From an optimization exercise on the open Yosys and OpenROAD flow, aimed at small area, a short achievable clock period and few clock cycles; shortcuts taken in it are not production practice. At most, simulation tests tie the RTL to the original design; equivalence was not proved. Function not checked in run 1: the RTL went through the layout flow alone.

==> flow/design.v, too long to show whole: its modules and the start of the top module <==
// module ast_tensor_stream_sv: 1650 lines
module ast_tensor_stream_sv #(
   parameter int DATAWIDTH = 14,
   parameter int SIZE      = 4,
   parameter int ACCWIDTH  = 2*DATAWIDTH+$clog2(SIZE)
) (
   input  logic                   clk,
   input  logic                   reset_n,
   input  logic                   cfg_valid,
   input  logic [$clog2(SIZE):0]  cfg_q,
   input  logic [$clog2(SIZE):0]  cfg_r,
   input  logic [$clog2(SIZE):0]  cfg_k,
   input  logic                   in_valid,
   output logic                   in_ready,
   input  logic                   in_set,
   input  logic [DATAWIDTH-1:0]   in_data,
   input  logic                   start,
   input  logic                   keep_b,
   input  logic                   relu,
   output logic                   out_valid,
   input  logic                   out_ready,
   output logic [DATAWIDTH-1:0]   out_data,
   output logic                   out_last,
   output logic                   busy,
   output logic                   done,
   output logic                   err
);
  // ...
==> flow/run.sh <==
#!/bin/bash
# synth_recipe.tcl (not shown) runs the flow's synth.tcl, then flattens the netlist and writes it again
# the make line also repeats each setting of config.mk as NAME=value (left out here)
make -C /OpenROAD-flow-scripts/flow DESIGN_CONFIG=/design/flow/config.mk WORK_HOME=/design/flow/orfs CLKGATE_MAP_FILE= SYNTH_SCRIPT=/design/flow/synth_recipe.tcl finish
==> flow/config.mk <==
export PLATFORM = sky130hd
export DESIGN_NAME = ast_tensor_stream_sv
export DESIGN_NICKNAME = ast_tensor_stream_sv
export VERILOG_FILES = /design/flow/design.v
export SDC_FILE = /design/flow/constraint.sdc
export NUM_CORES = 4
export LEC_CHECK = 0
export ABC_CLOCK_PERIOD_IN_PS = 5000
export CAP_MARGIN = 20
export CORE_MARGIN = 2
export CORE_UTILIZATION = 50
export SETUP_SLACK_MARGIN = 5
export SLEW_MARGIN = 20
==> flow/constraint.sdc <==
create_clock -name core_clock -period 10.0 [get_ports {clk}]
set_input_delay 2.0000 -clock core_clock [delete_from_list [all_inputs] [get_ports {clk}]]
set_output_delay 2.0000 -clock core_clock [all_outputs]
set_load 0.01 [all_outputs]
==> notes.md, run 1 <==
- Yosys mapped the design onto 79 distinct sky130hd cell types.
- The xor/xnor share of the synthesized area is 8.88%.
- In this run the worst hold path is classified as flip-flop to flip-flop.
- The global routing stage identified its most utilized layer as met2.
- Leaving out fill and tap cells, the most frequent cells in the layout are 463 x sky130_fd_sc_hd__edfxtp_1, 421 x sky130_fd_sc_hd__a22oi_1, 415 x sky130_fd_sc_hd__inv_1.
- Wire segments on met3 add up to 12200 um in the final route.
- The number of cells on the worst hold path is 1.
- The number of well taps is 1254.
- The number of antenna repair diodes is 1.
- The most prevalent standard cell on the critical path is sky130_fd_sc_hd__fa_1.
- The sequential cell area fraction in the yosys report is 41.2%.
- The number of gates resized after CTS is 5.
- Wire segments on met2 add up to 68100 um in the final route.
- In the final layout, clock buffers and inverters account for 5.15% of the cell area.
- The detailed router finished its first iteration with 3506 violations.
- The clock drives 734 sinks.
- The area growth from synthesis to layout is 9.76%.
- The global route total overflow is 0.
- The number of rows in the core area is 112.
- The global-route total usage across every layer is 30.2%.
- The fraction of area in multi-input gates is 48.8%.
- The flow ran to the end and the layout has no timing, DRC or antenna violations.
- The worst-case hold path end point is s1_v$_DFF_PN0_.
- The first global-routing pass estimated 219000 um of wire.
- The critical path is of the flip-flop to flip-flop type.
- After synthesis, the share of cell area in mux cells is 6.15%.
- In this run the worst path has a maximum fanout of 14.
- The count of hold-fix buffers inserted at cts is 0.
- Summing the areas of all fa, ha and maj instances in the mapped netlist gives 20.3% of the synthesized area.
- The launching point of the worst reg2reg path is ta[3][8]$_SDFF_PN0_.
- The tool flagged a number of max-cap violations equal to 0.
- The netlist area before placement is 47300 um2.
- For this run, the slowest stage of the critical path takes 1.05 ns.
- Detailed placement ended at an HPWL of 108000 um.
- The cell sitting at the root of the clock tree is a sky130_fd_sc_hd__clkbuf_16.
- For met1 alone, demand over resource in global routing was 40.4%.
- Counting flops with a built-in enable in the synthesized netlist gives 463.
- The worst-margin pin slew is 1.16 ns.
==> inputs of run 2 (changes only) <==
--- a/flow/design.v
+++ b/flow/design.v
@@ -134,37 +134,94 @@
          else        a_mem[ai][ar] <= in_data;
       end
    end
    logic [1:0] ii, ij, ci, cj;
    logic       iss, iss_done, iss_last, out_all, stall, load;
    logic       s0_v, s1_v;
    assign stall    = out_valid && !out_ready;
    assign iss_last = (CW'(ii) == q_r - CW'(1)) && (CW'(ij) == k_r - CW'(1));
-   assign iss      = go || (busy && !iss_done && !stall);
-   assign load     = busy && s1_v && !stall && !fin;
-   always_ff @(posedge clk) begin
+   assign iss      = (go || busy && !stall) && !iss_done;
+   assign load     = (busy || go) && s1_v && !stall && !fin;
+   logic pre, sp1, sp2, pre_n, sp1_n, sp2_n;
+   logic idx0, touch0, touch1;
+   logic a_full, a_last, a_last2, b_full, b_last, b_last2;
+   logic full_w, short_w;      
+   logic [NW-1:0] bc1;         
+   assign idx0    = !pre && !sp1 && !sp2;
+   assign a_full  = a_cnt == a_need;
+   assign a_last  = a_cnt + NW'(1) == a_need;
+   assign a_last2 = a_cnt + NW'(2) == a_need;
+   assign b_full  = b_cnt == b_need;
+   assign b_last  = b_cnt + NW'(1) == b_need;
+   assign b_last2 = b_cnt + NW'(2) == b_need;
+   assign full_w  = dims_ok && (in_set ? a_full && b_last : a_last && b_full);
+   assign short_w = dims_ok && (in_set ? a_full && b_last2 || a_last && b_last
+                                       : a_last && b_last || a_last2 && b_full);
+   assign bc1    = (k_r == CW'(1)) ? NW'(0) : NW'(1);
+   assign touch0 = in_set ? (b_cnt == '0 || b_cnt == NW'(k_r) || b_cnt == NW'(2 * k_r) ||
+                             b_cnt == NW'(3 * k_r))
+                          : (ai == 2'd0);
+   assign touch1 = in_set ? (b_cnt == bc1 || b_cnt == NW'(k_r) + bc1 ||
+                             b_cnt == NW'(2 * k_r) + bc1 || b_cnt == NW'(3 * k_r) + bc1)
+                          : (ai == ((k_r == CW'(1)) ? 2'd1 : 2'd0));
+   assign sp2_n = !busy && accept && pre && full_w && !touch0 && !touch1;
+   assign sp1_n = !busy && accept && idx0 && full_w && !touch0;
+   assign pre_n = !busy && accept && idx0 && short_w && !touch0;
+   always_ff @(posedge clk or negedge reset_n) begin
+      if (!reset_n) begin
+         pre <= 1'b0; sp1 <= 1'b0; sp2 <= 1'b0;
+      end else begin
+         pre <= pre_n; sp1 <= sp1_n; sp2 <= sp2_n;
+      end
+   end
+   logic q1, k1, k2, qk_le1, qk_le2;
+   assign q1 = q_r == CW'(1);
+   assign k1 = k_r == CW'(1);
+   assign k2 = k_r == CW'(2);
+   assign qk_le1 = q1 && k1;
+   assign qk_le2 = q1 && (k1 || k2) || q_r == CW'(2) && k1;
+   logic [1:0] ii_n, ij_n;
+   logic       iss_done_n;
+   logic [3:0] pb [4];
+   always_comb begin
+      ii_n = ii; ij_n = ij; iss_done_n = iss_done;
       if (!busy && !go) begin
-         ii <= '0; ij <= '0;
-         iss_done <= 1'b0;
+         if (sp2_n) begin
+            ii_n = k1 ? 2'd2 : k2 ? 2'd1 : 2'd0;
+            ij_n = (k1 || k2) ? 2'd0 : 2'd2;
+         end else if (sp1_n || pre_n) begin
+            ii_n = k1 ? 2'd1 : 2'd0;
+            ij_n = k1 ? 2'd0 : 2'd1;
+         end else begin
+            ii_n = 2'd0;
+            ij_n = 2'd0;
+         end
+         iss_done_n = sp2_n ? qk_le2 : sp1_n && qk_le1;
       end else if (stall) begin
-         ii <= ci; ij <= cj;
-         iss_done <= out_all;
+         ii_n = ci; ij_n = cj;
+         iss_done_n = out_all;
       end else if (iss) begin
-         if (iss_last) iss_done <= 1'b1;
+         if (iss_last) iss_done_n = 1'b1;
          if (CW'(ij) == k_r - CW'(1)) begin
-            ij <= '0;
-            ii <= ii + 2'd1;
+            ij_n = '0;
+            ii_n = ii + 2'd1;
          end else begin
-            ij <= ij + 2'd1;
+            ij_n = ij + 2'd1;
          end
       end
    end
    always_ff @(posedge clk) begin
-      if (!busy) begin
+      ii <= ii_n;
+      ij <= ij_n;
+      iss_done <= iss_done_n;
+      for (int r = 1; r < 4; r++) pb[r] <= 4'(r * k_r) + 4'(ij_n);
+   end
+   always_ff @(posedge clk) begin
+      if (!busy && !go) begin
          ci <= '0; cj <= '0;
          out_all <= 1'b0;
       end else if (load) begin
          if ((CW'(ci) == q_r - CW'(1)) && (CW'(cj) == k_r - CW'(1))) out_all <= 1'b1;
          if (CW'(cj) == k_r - CW'(1)) begin
             cj <= '0;
             ci <= ci + 2'd1;
          end else begin
@@ -172,36 +229,33 @@
          end
       end
    end
    always_ff @(posedge clk or negedge reset_n) begin
       if (!reset_n) begin
          s0_v <= 1'b0;
          s1_v <= 1'b0;
       end else begin
-         s0_v <= iss;
-         s1_v <= s0_v && !stall;
+         s0_v <= (busy || go) ? iss : (sp1_n || sp2_n) && !(sp2_n && qk_le1);
+         s1_v <= (busy || go) ? s0_v && !stall : sp2_n;
       end
    end
    logic signed [DATAWIDTH-1:0] op_a [4];
    logic signed [DATAWIDTH-1:0] op_b [4];
-   logic        [3:0]           b_idx [4];
    always_comb begin
-      for (int r = 0; r < 4; r++) begin
-         b_idx[r] = 4'(r * k_r) + 4'(ij);
+      for (int r = 0; r < 4; r++)
          op_a[r] = (CW'(r) < r_r) ? a_mem[ii][r] : '0;
-      end
       op_b[0] = b_mem[{2'b00, ij}];
-      op_b[1] = b_mem[{1'b0, b_idx[1][2:0]}];
+      op_b[1] = b_mem[{1'b0, pb[1][2:0]}];
       op_b[2] = '0;
       for (int e = 2; e <= 11; e++)
-         if (b_idx[2] == 4'(e)) op_b[2] = b_mem[e];
+         if (pb[2] == 4'(e)) op_b[2] = b_mem[e];
       op_b[3] = '0;
       for (int e = 3; e <= 15; e++)
-         if (b_idx[3] == 4'(e)) op_b[3] = b_mem[e];
+         if (pb[3] == 4'(e)) op_b[3] = b_mem[e];
    end
    logic [DATAWIDTH-1:0] ta [4];
    logic [6:0]           bn [4];
    logic [6:0]           b1 [4];
    logic [6:0]           b2 [4];
    always_ff @(posedge clk) begin
       for (int r = 0; r < 4; r++) begin
          ta[r] <= op_a[r];
==> run 2 against run 1 <==
Die area is 2.1% higher. First-iteration DRC count shrank 3.3%. Setup slack better by 0.041 ns. Synthesized area increased by 2.1%. Clock skew decreased by 0.016 ns. Critical path depth unchanged. Design area rose by 2.1%. Fmax increased by 0.85%. Critical path type unchanged.
==> notes.md, run 2 <==
- The final critical-path required period is 4.83 ns (was 4.87 ns).
- The total length of routed wires was 139000 um (was 146000 um).
- The number of input and output port buffers inserted is 51 (unchanged).
- The count of fill cells added during filler insertion came to 8181 (was 8013).
- The post-synthesis net count is 4661 (was 4542).
- The H-tree level count is 3 (unchanged).
- The CTS sink count came to 744 (was 734).
- The count of distinct cell types in the synthesized netlist is 86 (was 79).
- The number of cells on the worst hold path is 1 (unchanged).
- The fraction of registers with async set or reset after synthesis is 4.44% (was 4.09%).
- The number of synthesized flops with an enable pin is 466 (was 463).
- The launching point of the worst reg2reg path is ta[3][12]$_SDFF_PN0_ (was ta[3][8]$_SDFF_PN0_).
- The number of iterations in the first detailed-routing pass is 6 (was 7).
- The compound-gate portion of the synthesized area is 11.8% (was 12.4%).
- The TritonCTS clock tree is done (unchanged).
- The CTS clock-pin slew for the worst setup and hold paths is 0.06 ns (about the same).
- The worst-margin pin slew is 1.19 ns (was 1.16 ns).
- The type of the worst min-delay path is flip-flop to flip-flop (unchanged).
- The synthesis-stage register bit count is 744 (was 734).
- The final net count is 4628 (was 4513).
- The capturing element type of the critical path is a flip-flop (unchanged).
- The post-synthesis mux area share is 5.92% (was 6.15%).
- Most used standard cells in the synthesized netlist: 466 x sky130_fd_sc_hd__edfxtp_1, 433 x sky130_fd_sc_hd__inv_1, 421 x sky130_fd_sc_hd__a22oi_1 (was 463 x sky130_fd_sc_hd__edfxtp_1, 421 x sky130_fd_sc_hd__a22oi_1, 415 x sky130_fd_sc_hd__inv_1).
- The simple-gate share of the synthesized area was 6.62% (was 5.64%).
- The DRC violation count after routing is 0 (unchanged).
- The maximum fanout encountered on the critical timing path came to 14 (unchanged).
- The initial antenna violation count is 2 (unchanged).
- The die boundary width is 315 um (was 312 um).
- The placer's final routability congestion estimate is 0.949 (was 0.995).
- The initial detailed-routing violation count was 3390 (was 3506).
- The dominant cell by count in the synthesized netlist is sky130_fd_sc_hd__edfxtp_1 (unchanged).
- The global-route wire length before repair is 210000 um (was 219000 um).
- The register cell area after layout is 19800 um2 (was 19500 um2).
- The post-route clock skew is 0.0317 ns (was 0.0479 ns).
- The total vias in the final route is 32600 (was 32000).
- The later-pin clock latency in the skew report is 0.66 ns (about the same).
- The worst-case hold path end point is s1_v$_DFF_PN0_ (unchanged).
- Leading post-synthesis cells by cell area: sky130_fd_sc_hd__edfxtp_1 29%, sky130_fd_sc_hd__fa_1 16%, sky130_fd_sc_hd__dfxtp_1 10%, sky130_fd_sc_hd__a22oi_1 6.5%, sky130_fd_sc_hd__xor2_1 4.8% (was sky130_fd_sc_hd__edfxtp_1 29%, sky130_fd_sc_hd__fa_1 17%, sky130_fd_sc_hd__dfxtp_1 10%, sky130_fd_sc_hd__a22oi_1 6.7%, sky130_fd_sc_hd__xor2_1 4.9%).
- The maximum achievable frequency was 0.207 GHz (was 0.205 GHz).
- Top library cells by usage in the layout, fill and taps aside: 466 x sky130_fd_sc_hd__edfxtp_1, 430 x sky130_fd_sc_hd__inv_1, 421 x sky130_fd_sc_hd__a22oi_1 (was 463 x sky130_fd_sc_hd__edfxtp_1, 421 x sky130_fd_sc_hd__a22oi_1, 415 x sky130_fd_sc_hd__inv_1).
- The register-to-register setup slack is 5.17 ns (was 5.13 ns).
- The non-filler instance count after layout was 5394 (was 5269).
- The data arrival time at the worst-slack endpoint is 5.36 ns (was 5.37 ns).
- The startpoint type of the worst setup path was a flip-flop (unchanged).
- The average size of a mapped cell is 11.8 um2 (was 11.9 um2).
- The area taken by multi-input logic gates is 26000 um2 (was 25400 um2).
- Result of the run: complete, no violations (unchanged).
- The initial core utilization is 50.2% (was 50.6%).
- The post-synthesis share of cell area spent on full adders, half adders and majority gates is 20.2% (was 20.3%).
- The share of the core filled with cells is 55.1% (was 55.5%).
- The I/O pin total came to 52 (unchanged).
- The worst min-delay path startpoint is s0_v$_DFF_PN0_ (unchanged).
- Unrepaired setup endpoints after global routing: no (unchanged).
- The clock root buffer is sky130_fd_sc_hd__clkbuf_16 (unchanged).
- The max-cap check violation count came to 0 (unchanged).
- The delay of the slowest cell on the worst path is 1.02 ns (was 1.05 ns).
- The cell count after synthesis is 4082 (was 3977).
- The library cell contributing the largest single delay on the critical path was sky130_fd_sc_hd__dfxtp_1 (unchanged).
- The number of buffers inserted during clock tree synthesis was 79 (was 81).
- The placeable core area is 96300 um2 (was 93600 um2).
- The max-slew violation total from the final report came to 0 (unchanged).
- The sequential cell area fraction in the yosys report is 40.8% (was 41.2%).
- The length in cells of the worst reg-to-reg path was 11 (unchanged).
- Cells along the critical path: a22oi_1 -> xor2_1 -> fa_1 -> inv_1 -> fa_1 -> fa_1 -> inv_1 -> fa_1 -> inv_1 -> fa_1 -> fa_1 (was a22oi_1 -> xor2_1 -> fa_1 -> fa_1 -> inv_1 -> fa_1 -> inv_1 -> fa_1 -> inv_1 -> fa_1 -> fa_1).
- The vias per cell is 6.04 (was 6.08).
- The final antenna-violating net count came to 0 (unchanged).
- The final clock period utilization by the worst path is 48.3% (was 48.7%).
- The pin count of the biggest net entering global routing was 46 (was 56).
- The capturing point of the worst reg2reg path is ps[0][16]$_DFF_P_ (unchanged).
- The area of the die was 99200 um2 (was 97100 um2).
- The xor/xnor share of the synthesized area is 9.08% (was 8.88%).
- The type of the worst setup path is flip-flop to flip-flop (unchanged).
- The leading cell type in the layout, fill and taps excluded is sky130_fd_sc_hd__edfxtp_1 (unchanged).
- The number of rows in the core area is 114 (was 112).
- The via count of the first global-routing pass is 33200 (was 32800).
- The vertical die dimension is 315 um (was 312 um).
- The global route total overflow is 0 (unchanged).
- The sum of negative setup slack is 0 ns (unchanged).
- The relative slew slack was 20.3% (was 22.6%).
- The clock tree buffer depth is 3 (unchanged).
- The number of warnings printed during yosys synthesis is 10 (unchanged).
- The number of endpoints failing setup at the final stage is 0 (unchanged).
- The netlist area before placement was 48300 um2 (was 47300 um2).
- The average routed wire per standard cell is 25.7 um (was 27.7 um).
- The final hold violation count came to 0 (unchanged).
- The most area-hungry cell type in the Yosys netlist is sky130_fd_sc_hd__edfxtp_1 (unchanged).
- The fraction of layout cells with a size suffix above 1 was 10.7% (was 10.4%).
- The most prevalent standard cell on the critical path was sky130_fd_sc_hd__fa_1 (unchanged).
- The synthesis-to-layout area growth is 9.70% (was 9.76%).
- The main combinational cell family by area after synthesis is adder cells (unchanged).
- The count of hold-fix buffers inserted at cts came to 0 (unchanged).
- The detailed placement HPWL is 103000 um (was 108000 um).
- The global-route total usage across every layer is 28.2% (was 30.2%).
- The share of Yosys cell area claimed by the top area cell type is 28.9% (was 29.4%).
- The required time at the endpoint of the critical path is 10.52 ns (was 10.50 ns).
- The cell count after placement is 5222 (was 5118).
- The predominant post-synthesis flop cell was sky130_fd_sc_hd__edfxtp_1 (unchanged).
-- run 2: kinds of logic after synthesis --
| kind of cell | Yosys count |
|---|---|
| buf+inv | 703 |
| flops | 744 |
| xor+xnor | 501 |
| simple gates | 626 |
| compound gates | 803 |
| mux | 158 |
| fa+ha+maj | 547 |
-- run 2: what timing repair did --
action | 4_1_cts | 5_1_grt
buffers inserted | 3 | 18
resized for setup | 15 | 49
pin swaps | 2 | 5
endpoints found under the setup margin | 26 | 29
-- run 2: worst max-delay path by stage --
stage | start | endpoint | slack, ns | cells after the start
final | ta[3][12]$_SDFF_PN0_ | ps[0][16]$_DFF_P_ | 5.17 | 11
after global routing | ta[0][13]$_SDFF_PP0_ | ps[0][14]$_DFF_P_ | 5.02 | 12
after CTS | in_set | in_ready | 4.94 | 3
after detailed placement | in_set | pb[3][2]$_DFF_P_ | 4.02 | 11
after global placement | in_set | pb[3][1]$_DFF_P_ | 4.13 | 11
after floorplan | bn[0][5]$_DFF_P_ | ps[0][13]$_DFF_P_ | 5.10 | 13
-- run 2: layer usage --
metal | routed length [um] | share of wire [%] | track usage [%]
met5 | 178 | 0.13 | 1.31
met4 | 4720 | 3.4 | 9.72
met3 | 11600 | 8.4 | 5.18
met2 | 65000 | 47 | 45.4
met1 | 57100 | 41 | 38.3
-- run 2: stage by stage --
step | area (um2) | worst slack [ns] | hold WS, ns
floorplan | 48300 | 5.10 | 0.329
global placement | 50000 | 4.13 | 0.441
detailed placement | 50000 | 4.02 | 0.437
CTS | 52800 | 4.94 | 0.451
global route | 53000 | 5.02 | 0.470
finish | 53000 | 5.17 | 0.450
-- run 2: layout make-up --
cell class / instances / share of cell area (%)
Multi-Input combinational cell: 2635 / 49.1
Sequential cell: 744 / 37.3
Clock buffer: 105 / 4.05
Inverter: 434 / 3.08
Tap cell: 1276 / 3.01
Timing Repair Buffer: 155 / 2.42
Clock inverter: 40 / 1.04
Antenna cell: 5 / 0.0236
-- run 2: worst max-delay path: cells and delay by family, from the launching register on --
kind | cells | cell delay (ns)
flops | 1 | 1.02
buf+inv | 3 | 0.17
compound gates | 1 | 0.18
xor+xnor | 1 | 0.22
fa+ha+maj | 6 | 3.07
Testbench counts of run 2, summed over its fixed seeds: cycles 15,315.
==> inputs of run 3 (changes only) <==
--- a/flow/config.mk
+++ b/flow/config.mk
@@ -10,4 +10,5 @@
 export CORE_MARGIN = 2
 export CORE_UTILIZATION = 50
+export CTS_BUF_LIST = sky130_fd_sc_hd__clkbuf_4 sky130_fd_sc_hd__clkbuf_8
 export SETUP_SLACK_MARGIN = 5
 export SLEW_MARGIN = 20
==> run 3 against run 2 <==
Die area did not move. Global-route usage rose by 0.14 points. Fmax fell by 1.3%. Utilization barely moved. Highest routed layer unchanged.
==> notes.md, run 3 <==
- The clock tree buffer depth is 3 (unchanged).
- The share of Yosys cell area claimed by the top area cell type is 28.9% (unchanged).
- The final hold violation count is 0 (unchanged).
- The worst-case setup margin in the final layout is 5.10 ns (was 5.17 ns).
- The number of synthesized flops with an enable pin is 466 (unchanged).
- The number of iterations in the first detailed-routing pass is 6 (unchanged).
- The CTS sink count is 744 (unchanged).
- The worst-case hold path end point is s1_v$_DFF_PN0_ (unchanged).
- The dominant cell by count in the synthesized netlist was sky130_fd_sc_hd__edfxtp_1 (unchanged).
- The global-route total usage across every layer is 28.3% (was 28.2%).
- The post-route clock skew is 0.0569 ns (was 0.0317 ns).
- The xor/xnor share of the synthesized area is 9.08% (unchanged).
- The synthesis-to-layout area growth is 9.76% (was 9.70%).
- The count of distinct cell types in the synthesized netlist is 86 (unchanged).
- The clock root buffer was sky130_fd_sc_hd__clkbuf_8 (was sky130_fd_sc_hd__clkbuf_16).
- The count of hold-fix buffers inserted at cts was 0 (unchanged).
- The detailed placement HPWL came to 103000 um (unchanged).
- The H-tree level count is 3 (unchanged).
- The max-slew violation total from the final report is 0 (unchanged).
- The cell count after synthesis is 4082 (unchanged).
- The delay of the slowest cell on the worst path was 1.05 ns (was 1.02 ns).
- Leading post-synthesis cells by cell area: sky130_fd_sc_hd__edfxtp_1 29%, sky130_fd_sc_hd__fa_1 16%, sky130_fd_sc_hd__dfxtp_1 10%, sky130_fd_sc_hd__a22oi_1 6.5%, sky130_fd_sc_hd__xor2_1 4.8% (unchanged).
- The final antenna-violating net count is 0 (unchanged).
- The compound-gate portion of the synthesized area was 11.8% (unchanged).
- The average size of a mapped cell was 11.8 um2 (unchanged).
- The area of the die is 99200 um2 (unchanged).
- The global route total overflow was 0 (unchanged).
- The pin count of the biggest net entering global routing is 46 (unchanged).
- The I/O pin total is 52 (unchanged).
- The most prevalent standard cell on the critical path is sky130_fd_sc_hd__fa_1 (unchanged).
- The DRC violation count after routing is 0 (unchanged).
- Top library cells by usage in the layout, fill and taps aside: 466 x sky130_fd_sc_hd__edfxtp_1, 431 x sky130_fd_sc_hd__inv_1, 421 x sky130_fd_sc_hd__a22oi_1 (was 466 x sky130_fd_sc_hd__edfxtp_1, 430 x sky130_fd_sc_hd__inv_1, 421 x sky130_fd_sc_hd__a22oi_1).
- The total length of routed wires is 139000 um (about the same).
- The type of the worst min-delay path is flip-flop to flip-flop (unchanged).
- The initial detailed-routing violation count came to 3254 (was 3390).
- The final clock period utilization by the worst path was 49.0% (was 48.3%).
- Cells along the critical path: a22oi_1 -> xor2_1 -> fa_1 -> inv_1 -> fa_1 -> fa_1 -> inv_1 -> fa_1 -> inv_1 -> fa_1 -> fa_1 (unchanged).
- The placer's final routability congestion estimate was 0.949 (unchanged).
- The vias per cell is 5.97 (was 6.04).
- The number of endpoints failing setup at the final stage is 0 (unchanged).
- The TritonCTS clock tree is done (unchanged).
- The number of input and output port buffers inserted is 51 (unchanged).
- The placeable core area was 96300 um2 (unchanged).
- The post-synthesis mux area share is 5.92% (unchanged).
- The maximum achievable frequency is 0.204 GHz (was 0.207 GHz).
- The maximum fanout encountered on the critical timing path is 14 (unchanged).
- The capturing element type of the critical path is a flip-flop (unchanged).
- The register-to-register setup slack came to 5.10 ns (was 5.17 ns).
- The sequential cell area fraction in the yosys report is 40.8% (unchanged).
- The most area-hungry cell type in the Yosys netlist is sky130_fd_sc_hd__edfxtp_1 (unchanged).
- The sum of negative setup slack was 0 ns (unchanged).
- The vertical die dimension is 315 um (unchanged).
- The fraction of registers with async set or reset after synthesis was 4.44% (unchanged).
- The final net count is 4669 (was 4628).
- The total vias in the final route is 32700 (was 32600).
- The data arrival time at the worst-slack endpoint came to 5.55 ns (was 5.36 ns).
- The count of fill cells added during filler insertion was 8225 (was 8181).
- The initial core utilization is 50.2% (unchanged).
- The leading cell type in the layout, fill and taps excluded is sky130_fd_sc_hd__edfxtp_1 (unchanged).
- The simple-gate share of the synthesized area is 6.62% (unchanged).
- The placement-stage worst setup slack is 4.02 ns (unchanged).
- The worst-margin pin slew came to 1.16 ns (was 1.19 ns).
- The number of rows in the core area is 114 (unchanged).
- The number of buffers inserted during clock tree synthesis is 119 (was 79).
- The type of the worst setup path was flip-flop to flip-flop (unchanged).
- The die boundary width is 315 um (unchanged).
- The required time at the endpoint of the critical path is 10.66 ns (was 10.52 ns).
- The later-pin clock latency in the skew report is 0.81 ns (was 0.66 ns).
- The initial antenna violation count is 4 (was 2).
- The library cell contributing the largest single delay on the critical path is sky130_fd_sc_hd__dfxtp_1 (unchanged).
- The number of cells on the worst hold path is 1 (unchanged).
- The launching point of the worst reg2reg path was ta[3][11]$_SDFF_PN0_ (was ta[3][12]$_SDFF_PN0_).
- The post-synthesis share of cell area spent on full adders, half adders and majority gates came to 20.2% (unchanged).
- Result of the run: complete, no violations (unchanged).
- The relative slew slack is 22.0% (was 20.3%).
- The CTS clock-pin slew for the worst setup and hold paths is 0.07 ns (was 0.06 ns).
- The length in cells of the worst reg-to-reg path is 11 (unchanged).
- The average routed wire per standard cell is 25.4 um (was 25.7 um).
- The capturing point of the worst reg2reg path is ps[0][16]$_DFF_P_ (unchanged).
- The via count of the first global-routing pass was 33600 (was 33200).
- The netlist area before placement was 48300 um2 (unchanged).
- The main combinational cell family by area after synthesis is adder cells (unchanged).
- The synthesis-stage register bit count is 744 (unchanged).
- The predominant post-synthesis flop cell is sky130_fd_sc_hd__edfxtp_1 (unchanged).
- The post-synthesis net count is 4661 (unchanged).
- The max-cap check violation count is 0 (unchanged).
- The final critical-path required period is 4.90 ns (was 4.83 ns).
- The worst min-delay path startpoint was s0_v$_DFF_PN0_ (unchanged).
- The global-route wire length before repair is 211000 um (was 210000 um).
- The startpoint type of the worst setup path is a flip-flop (unchanged).
- The number of warnings printed during yosys synthesis is 10 (unchanged).
- The fraction of layout cells with a size suffix above 1 is 12.6% (was 10.7%).
- Most used standard cells in the synthesized netlist: 466 x sky130_fd_sc_hd__edfxtp_1, 433 x sky130_fd_sc_hd__inv_1, 421 x sky130_fd_sc_hd__a22oi_1 (unchanged).
- Unrepaired setup endpoints after global routing: no (unchanged).
-- run 3: repair_timing --
action	4_1_cts	5_1_grt
resized for setup	16	43
gates cloned	0	0
pin swaps	2	5
setup endpoints to repair	26	28
buffers inserted	4	18
-- run 3: cell type report --
cell class / count / area [um2] / area share [%]
multi-input combinational: 2635 / 26000 / 49.0
sequential: 744 / 19800 / 37.3
clock buffer: 179 / 2230 / 4.19
inverter: 434 / 1630 / 3.08
tap: 1276 / 1600 / 3.01
timing repair buffer: 156 / 1290 / 2.43
clock inverter: 47 / 499 / 0.941
antenna: 7 / 17.5 / 0.0330
-- run 3: through the flow --
stage / instance area [um2] / util, % / cells / hold WS [ns]
after floorplan: 48300 / - / 4082 / 0.329
after global placement: 50000 / 52.0 / 5222 / 0.441
after detailed placement: 50000 / 52.0 / 5222 / 0.437
after CTS: 52800 / 54.9 / 5452 / 0.455
after global routing: 53100 / 55.1 / 5478 / 0.473
final: 53100 / 55.1 / 5478 / 0.455
-- run 3: routing by layer --
metal,vias up,global-route usage [%],part of all wire (%)
li1,14400,-,-
met1,16500,38.0,41
met2,1486,45.7,47
met3,302,5.93,8.3
met4,2,9.64,3.1
met5,-,1.31,0.13
-- run 3: cell families (layout without fill, tap and decap cells) --
family | count (synthesis) | in the layout
adders and majority gates | 547 | 547
AOI/OAI and AO/OA | 803 | 803
buffers and inverters | 703 | 816
other | 0 | 7
and+or+nand+nor | 626 | 626
DFF | 744 | 744
muxes | 158 | 158
xor gates and xnor gates | 501 | 501
-- run 3: worst max-delay path, delay by kind of cell, from the launching register on --
family	cells	cell delay, ns
buf+inv	3	0.17
xor+xnor	1	0.22
flops	1	1.05
fa+ha+maj	6	3.07
compound gates	1	0.24
-- run 3: worst max-delay path by stage --
stage,startpoint,to,slack [ns],cells after the start
floorplan,bn[0][5]$_DFF_P_,ps[0][13]$_DFF_P_,5.10,13
global route,b1[2][2]$_DFF_P_,ps[0][17]$_DFF_P_,5.01,11
detailed placement,in_set,pb[3][2]$_DFF_P_,4.02,11
CTS,in_set,in_ready,4.94,3
global placement,in_set,pb[3][1]$_DFF_P_,4.13,11
finish,ta[3][11]$_SDFF_PN0_,ps[0][16]$_DFF_P_,5.10,11
==> inputs of run 4 (changes only) <==
==> flow/flow/run.sh (new file) <==
#!/bin/bash
# Standard layout, with timing repair aiming further below the clock period.
set -e
export SETUP_SLACK_MARGIN=5.6
bash standard.sh > standard.log 2>&1
==> flow/standard.sh (new file) <==
#!/bin/bash
# synth_recipe.tcl (not shown) runs the flow's synth.tcl, then flattens the netlist and writes it again
# the make line also repeats each setting of config.mk as NAME=value (left out here)
make -C /OpenROAD-flow-scripts/flow DESIGN_CONFIG=/design/flow/config.mk WORK_HOME=/design/flow/orfs CLKGATE_MAP_FILE= SYNTH_SCRIPT=/design/flow/synth_recipe.tcl "${@:-finish}"
--- a/flow/config.mk
+++ b/flow/config.mk
@@ -10,5 +10,3 @@
 export CORE_MARGIN = 2
 export CORE_UTILIZATION = 50
-export CTS_BUF_LIST = sky130_fd_sc_hd__clkbuf_4 sky130_fd_sc_hd__clkbuf_8
-export SETUP_SLACK_MARGIN = 5
 export SLEW_MARGIN = 20
removed: flow/run.sh
==> run 4 against run 3 <==
Critical path type is now input port to primary output. Routed wire length rose by 3.9%. Sequential share of layout area fell by 0.29 points. Largest cell class unchanged. First-iteration DRC count rose by 7.8%. Setup slack improved by 0.38 ns. Sequential cell count did not move. Cell count fell by 0.69%. Register-to-register slack improved by 0.38 ns. Design area rose by 2.0%. Worst hold slack improved by 0.0099 ns. Critical endpoint is now in_ready. Highest routed layer is now met4. Still clean.
==> notes.md, run 4 <==
- Result of the run: complete, no violations (unchanged).
- The register-to-register setup slack is 5.49 ns (was 5.10 ns).
- The initial detailed-routing violation count was 3508 (was 3254).
- The fraction of registers with async set or reset after synthesis is 4.44% (unchanged).
- The type of the worst setup path is input port to primary output (was flip-flop to flip-flop).
- The startpoint type of the worst setup path is an input port (was flip-flop).
- The share of Yosys cell area claimed by the top area cell type is 28.9% (unchanged).
- The relative slew slack is 22.2% (was 22.0%).
- The dominant cell by count in the synthesized netlist is sky130_fd_sc_hd__edfxtp_1 (unchanged).
- The pin count of the biggest net entering global routing is 57 (was 46).
- The type of the worst min-delay path is flip-flop to flip-flop (unchanged).
- The synthesis-to-layout area growth was 12.0% (was 9.76%).
- The global route total overflow is 0 (unchanged).
- The count of hold-fix buffers inserted at cts came to 0 (unchanged).
- The cell count after synthesis is 4082 (unchanged).
- The required time at the endpoint of the critical path came to 8.00 ns (was 10.66 ns).
- Cells along the critical path: buf_12 -> mux2_4 -> buf_6 (was a22oi_1 -> xor2_1 -> fa_1 -> inv_1 -> fa_1 -> fa_1 -> inv_1 -> fa_1 -> inv_1 -> fa_1 -> fa_1).
- The maximum achievable frequency is 0.222 GHz (was 0.204 GHz).
- The area of the die is 99200 um2 (unchanged).
- The total length of routed wires is 145000 um (was 139000 um).
- The H-tree level count is 3 (unchanged).
- Unrepaired setup endpoints after global routing: yes (was no).
- Top library cells by usage in the layout, fill and taps aside: 466 x sky130_fd_sc_hd__edfxtp_1, 419 x sky130_fd_sc_hd__inv_1, 391 x sky130_fd_sc_hd__a22oi_1 (was 466 x sky130_fd_sc_hd__edfxtp_1, 431 x sky130_fd_sc_hd__inv_1, 421 x sky130_fd_sc_hd__a22oi_1).
- The maximum fanout encountered on the critical timing path came to 2 (was 14).
- The max-cap check violation count is 0 (unchanged).
- The die boundary width was 315 um (unchanged).
- The number of rows in the core area is 114 (unchanged).
- The timing startpoint of the critical path is in_set (was ta[3][11]$_SDFF_PN0_).
- The data arrival time at the worst-slack endpoint came to 2.51 ns (was 5.55 ns).
- The placer's final routability congestion estimate was 0.920 (was 0.949).
- The placeable core area is 96300 um2 (unchanged).
- The number of buffers inserted during clock tree synthesis is 79 (was 119).
- The final clock period utilization by the worst path came to 45.1% (was 49.0%).
- The detailed placement HPWL is 104000 um (was 103000 um).
- The number of synthesized flops with an enable pin was 466 (unchanged).
- The post-route clock skew is 0.0301 ns (was 0.0569 ns).
- The total vias in the final route was 33100 (was 32700).
- The library cell contributing the largest single delay on the critical path is sky130_fd_sc_hd__mux2_4 (was sky130_fd_sc_hd__dfxtp_1).
- The later-pin clock latency in the skew report is 0.67 ns (was 0.81 ns).
- The vias per cell is 6.08 (was 5.97).
- The final antenna-violating net count was 0 (unchanged).
- The end of the critical path is in_ready (was ps[0][16]$_DFF_P_).
- The netlist area before placement is 48300 um2 (unchanged).
- The number of cells on the worst hold path is 1 (unchanged).
- The global-route total usage across every layer is 29.4% (was 28.3%).
- The sequential cell area fraction in the yosys report was 40.8% (unchanged).
- The max-slew violation total from the final report is 0 (unchanged).
- The average size of a mapped cell was 11.8 um2 (unchanged).
- The TritonCTS clock tree was done (unchanged).
- The clock root buffer is sky130_fd_sc_hd__clkbuf_16 (was sky130_fd_sc_hd__clkbuf_8).
- The fraction of layout cells with a size suffix above 1 is 15.4% (was 12.6%).
- The post-synthesis net count is 4661 (unchanged).
- The launching point of the worst reg2reg path is ta[0][8]$_SDFF_PP0_ (was ta[3][11]$_SDFF_PN0_).
- The leading cell type in the layout, fill and taps excluded is sky130_fd_sc_hd__edfxtp_1 (unchanged).
- The final critical-path required period is 4.51 ns (was 4.90 ns).
- The initial core utilization is 50.2% (unchanged).
- The CTS sink count was 744 (unchanged).
- The I/O pin total is 52 (unchanged).
- The average routed wire per standard cell is 26.6 um (was 25.4 um).
- Most used standard cells in the synthesized netlist: 466 x sky130_fd_sc_hd__edfxtp_1, 433 x sky130_fd_sc_hd__inv_1, 421 x sky130_fd_sc_hd__a22oi_1 (unchanged).
- The predominant post-synthesis flop cell is sky130_fd_sc_hd__edfxtp_1 (unchanged).
- The number of input and output port buffers inserted is 51 (unchanged).
- The length in cells of the worst reg-to-reg path is 12 (was 11).
- The vertical die dimension is 315 um (unchanged).
- The global-route wire length before repair came to 216000 um (was 211000 um).
- The final hold violation count came to 0 (unchanged).
- The clock tree buffer depth is 3 (unchanged).
- The count of distinct cell types in the synthesized netlist came to 86 (unchanged).
- The most area-hungry cell type in the Yosys netlist is sky130_fd_sc_hd__edfxtp_1 (unchanged).
- The CTS clock-pin slew for the worst setup and hold paths came to 0.06 ns (was 0.07 ns).
- The number of iterations in the first detailed-routing pass is 6 (unchanged).
- The number of endpoints failing setup at the final stage is 0 (unchanged).
- The number of warnings printed during yosys synthesis is 10 (unchanged).
- Leading post-synthesis cells by cell area: sky130_fd_sc_hd__edfxtp_1 29%, sky130_fd_sc_hd__fa_1 16%, sky130_fd_sc_hd__dfxtp_1 10%, sky130_fd_sc_hd__a22oi_1 6.5%, sky130_fd_sc_hd__xor2_1 4.8% (unchanged).
- The DRC violation count after routing is 0 (unchanged).
- The delay of the slowest cell on the worst path is 0.29 ns (was 1.05 ns).
- The sum of negative setup slack is 0 ns (unchanged).
- The capturing point of the worst reg2reg path is ps[0][13]$_DFF_P_ (was ps[0][16]$_DFF_P_).
- The worst-margin pin slew is 1.17 ns (was 1.16 ns).
- The final net count came to 4676 (was 4669).
- The capturing element type of the critical path is a primary output (was flip-flop).
- The via count of the first global-routing pass is 33100 (was 33600).
- The initial antenna violation count was 1 (was 4).
- The synthesis-stage register bit count came to 744 (unchanged).
[run 4: cell families after synthesis]
family,after synthesis,share of synthesized area [%]
AO/OA/AOI/OAI,803,11.8
XOR/XNOR,501,9.08
flip-flops,744,40.8
AND/OR/NAND/NOR,626,6.62
buffers and inverters,703,5.55
adder cells (fa/ha/maj),547,20.2
multiplexers,158,5.92
[run 4: final cells by class]
class | count | area, um2
diodes | 1 | 2.50
clock buffers | 108 | 2240
clock inverters | 39 | 427
fillers | 8139 | 42100
inverters | 434 | 1640
multi-input cells | 2635 | 26500
flip-flops and latches | 744 | 20000
well taps | 1276 | 1600
repair buffers | 203 | 1760
[run 4: worst min-delay path by stage]
stage,startpoint,endpoint,slack (ns)
2_1_floorplan,bn[3][0]$_DFF_P_,ps[2][0]$_DFF_P_,0.33
3_3_place_gp,s0_v$_DFF_PN0_,s1_v$_DFF_PN0_,0.45
3_5_place_dp,s0_v$_DFF_PN0_,s1_v$_DFF_PN0_,0.45
4_1_cts,s0_v$_DFF_PN0_,s1_v$_DFF_PN0_,0.46
5_1_grt,s0_v$_DFF_PN0_,s1_v$_DFF_PN0_,0.48
6_report,s0_v$_DFF_PN0_,s1_v$_DFF_PN0_,0.46
[run 4: critical path, delay by kind of cell]
kind | cells | cell delay (ns)
mux | 1 | 0.29
buf+inv | 2 | 0.22
[run 4: metal layers]
metal  GRT usage (%)  up-vias  wire length (um)
li1                -    14400                 -
met1            39.6    16800             58900
met2            47.1     1502             67800
met3            6.15      353             12300
met4            10.2        0              5520
met5               0        -                 0
[run 4: per-stage QoR]
stage | instance area, um2 | hold WS (ns) | setup slack [ns] | instances | utilization (%)
5_1_grt | 54100 | 0.483 | 5.36 | 5439 | 56.2
4_1_cts | 53700 | 0.463 | 5.41 | 5427 | 55.7
2_1_floorplan | 48500 | 0.329 | 5.39 | 4082 | -
3_5_place_dp | 50100 | 0.452 | 4.37 | 5229 | 52.1
6_report | 54100 | 0.465 | 5.49 | 5440 | 56.2
3_3_place_gp | 50100 | 0.447 | 4.41 | 5229 | 52.1
[run 4: repair_timing]
| action | 4_1_cts | 5_1_grt |
|---|---|---|
| gates cloned | 1 | 0 |
| endpoints found under the setup margin | 101 | 46 |
| setup buffers | 50 | 12 |
| gates resized for setup | 210 | 106 |
| pin swaps | 40 | 56 |

[static timing again, ports no longer ideal]
The flow's constraints put no driver on any port. The routed layouts listed below were extracted and timed again, unchanged, in two steps. Step 1: set_driving_cell puts a clkbuf_16 on clk and a buf_2 on each other input, an assumption about the parent block. Step 2, shift: input delay + t, output delay - t, t = (earliest + latest rising clock arrival at the registers) / 2. This alone moves slack from input paths to output paths. Three values: ideal, step 1, step 2; two values: the first two.
run | t (ns) | setup WS [ns] | latest minus earliest clock arrival (ns) | worst register clock-pin slew, ns | cell pins on the clock port's net
run 1 | 0.711 | 5.126 / 5.126 / 4.852 | 0.049 / 0.049 | 0.06 / 0.06 | 1
run 2 | 0.710 | 5.167 / 5.167 / 4.596 | 0.031 / 0.031 | 0.06 / 0.06 | 1
run 3 | 0.851 | 5.103 / 5.103 / 4.381 | 0.063 / 0.064 | 0.07 / 0.07 | 1
run 4 | 0.722 | 5.487 / 5.439 / 4.815 | 0.033 / 0.033 | 0.07 / 0.07 | 1
After both steps every run listed still meets setup and hold. For run 3, which loses most, drivers alone change the setup slack by 0.000 ns; drivers and shift together by -0.722 ns.
